Background: an optimization exercise with open tools, aiming at small area. Do not read the settings as production practice.
The RTL was checked by simulation tests, not by an equivalence proof against the original design.
Power is estimated from default activity; no workload was simulated.

## run A
Design game_top, start of the top module:
module game_top
#(
    parameter int STEP_DIV    = 50,
    parameter int SHIMMER_DIV = 1500
) (
    input  logic        clk,
    input  logic        rst,
    input  logic        bright,
    input  logic        btn_left,
    input  logic        btn_right,
    input  logic        btn_jump,
    input  logic        map_sel,
    input  logic [9:0] h_count,
    input  logic [9:0] v_count,
    output logic [11:0] rgb,
    output logic [15:0] score
);
Size: about 55 I/O pins, ~5100 sq um of cells after synthesis.
export LEC_CHECK = 0
export CAP_MARGIN = 0
export CORE_MARGIN = 2
export CORE_UTILIZATION = 40
export CTS_BUF_LIST = sky130_fd_sc_hd__clkbuf_8
export GPL_TIMING_DRIVEN = 0
export SLEW_MARGIN = 0
create_clock -name core_clock -period 10.0 [get_ports {clk}]
standard.sh (not shown) runs the stock make flow with config.mk's settings and CLKGATE_MAP_FILE= SYNTH_SCRIPT=/design/flow/synth_recipe.tcl, a recipe that flattens the netlist after the stock synthesis.
==> flow/flow/run.sh <==
#!/bin/bash
# layout flow: the standard synthesis, then its combinational logic re-mapped for area
# by ABC (registers untouched, best of eight seeds), then the standard layout from
# floorplan to finish
set -euo pipefail
W=$(pwd)
R=$W/orfs/results/$FLOW_PLATFORM/game_top/base
bash standard.sh synth > $W/1_standard_synth.log 2>&1
cp $R/1_2_yosys.v $W/1_2_yosys_standard.v
YOSYS=$(command -v yosys || echo $FLOW_HOME/../tools/install/yosys/bin/yosys)
export POST_LIB=$FLOW_HOME/platforms/$FLOW_PLATFORM/lib/sky130_fd_sc_hd__tt_025C_1v80.lib
export POST_IN=$W/1_2_yosys_standard.v
export POST_DONT_USE="$(cat $W/flow/dont_use.txt)"
SEEDS="0 1 2 3 4 5 6 7"
for batch in "0 1 2 3" "4 5 6 7"; do
  for s in $batch; do
    sed "s/SEED/$s/" $W/flow/post.abc.in > $W/post_$s.abc
    POST_ABC=$W/post_$s.abc POST_OUT=$W/1_2_yosys_post_$s.v \
      $YOSYS -c $W/flow/post.tcl > $W/2_post_synth_$s.log 2>&1 &
  done
  wait
done
best=""; best_area=""
for s in $SEEDS; do
  a=$(grep "Chip area" $W/2_post_synth_$s.log | tail -1 | awk '{print $NF}')
  if [[ -n "$a" && -s $W/1_2_yosys_post_$s.v ]]; then
    if [[ -z "$best" ]] || awk -v a="$a" -v b="$best_area" 'BEGIN{exit !(a < b)}'; then
      best=$s; best_area=$a
    fi
  fi
done
echo "post synthesis: seed $best, area $best_area" > $W/2_post_choice.log
export POST_OUT=$W/1_2_yosys_post_$best.v
$YOSYS -c $W/flow/check.tcl > $W/2_post_check.log 2>&1
sleep 1
cp $POST_OUT $R/1_2_yosys.v
rm -f $R/1_synth.odb $R/1_synth.sdc
# every port still gets its buffer, the smallest buffer cell of the library
export BUFFER_PORTS_ARGS="-buffer_cell sky130_fd_sc_hd__buf_1"
# the clock tree without the dummy loads that only even out the loads of its leaves
export CTS_ARGS="-sink_clustering_enable -repair_clock_nets -buf_list sky130_fd_sc_hd__clkbuf_8 -dont_use_dummy_load"
bash standard.sh > $W/3_standard_finish.log 2>&1
Other scripts of this flow, unchanged in this note and not shown: flow/flow/check.tcl, flow/flow/dont_use.txt, flow/flow/post.abc.in, flow/flow/post.tcl
--- input diff run A..run B ---
diff --git a/flow/design.v b/flow/design.v
--- a/flow/design.v
+++ b/flow/design.v
@@ -743,18 +743,18 @@
     le_const = r;
 endfunction
 function automatic logic in_rng(input coord_t v, input int lo, input int hi);
     in_rng = ge_const(v, lo) && le_const(v, hi);
 endfunction
     typedef enum logic [2:0] {
-        PIX_BLANK    = 3'd0,
-        PIX_SKY      = 3'd5,
-        PIX_GROUND   = 3'd2,
-        PIX_PLATFORM = 3'd6,
-        PIX_COIN     = 3'd7,
-        PIX_HERO     = 3'd4
+        PIX_BLANK,
+        PIX_SKY,
+        PIX_GROUND,
+        PIX_PLATFORM,
+        PIX_COIN,
+        PIX_HERO
     } pix_class_t;
     localparam int SHIM_N = SHIMMER_DIV / 50;
     localparam int SHIM_W = $clog2(SHIM_N);
     logic [SHIM_W-1:0] shim_cnt;
     logic [1:0]        shim_frame;
     logic       hero_px;
==> results.txt <==
- Per the comparison of run B with run A, internal power about even; area enclosed by the die boundary increased 1.2%; share of total power in the clock network increased by 0.6 points relative to the old numbers.
- Comparing the two runs side by side, run B comes out behind run A on via count.
- Utilization: run B vs run A — no meaningful difference
- Re design area: run B is 61 sq um up on run A.
- Run B — cell area after synthesis 1.2% higher, run A as reference
- In the flow results for run B and run A, the wire length on met1 is smaller on run A.
- Row wire length: run B higher / run A lower
- Height of the die: higher on run B
- In run B, the pin count of the biggest net entering global routing came out 8.7% above the value in run A.
- Run B vs run A: sum of met3 wire segment lengths after detailed routing up by a little under 10%

[what the ideal ports hide]
The results above use ideal ports. As a check the final layouts listed here were re-extracted and re-timed, cells and wires unchanged. Step 1 assumes that a clkbuf_16 drives the clock port and a buf_2 every other input. Step 2 times the ports against the registers' clock, not the clock port: input delays grow and output delays shrink by t, the midpoint of the rising clock arrivals with the driver on. Slacks: ideal / step 1 / step 2; pairs: ideal / step 1.
run | t, ns | setup WS [ns] | latest minus earliest clock arrival (ns) | pins driven straight from the clock port
run A | 0.394 | 2.222 / 2.233 / 1.840 | 0.023 / 0.023 | 1
run B | 0.394 | 1.290 / 1.302 / 0.908 | 0.018 / 0.018 | 1
After both steps setup and hold are still met in every run listed.
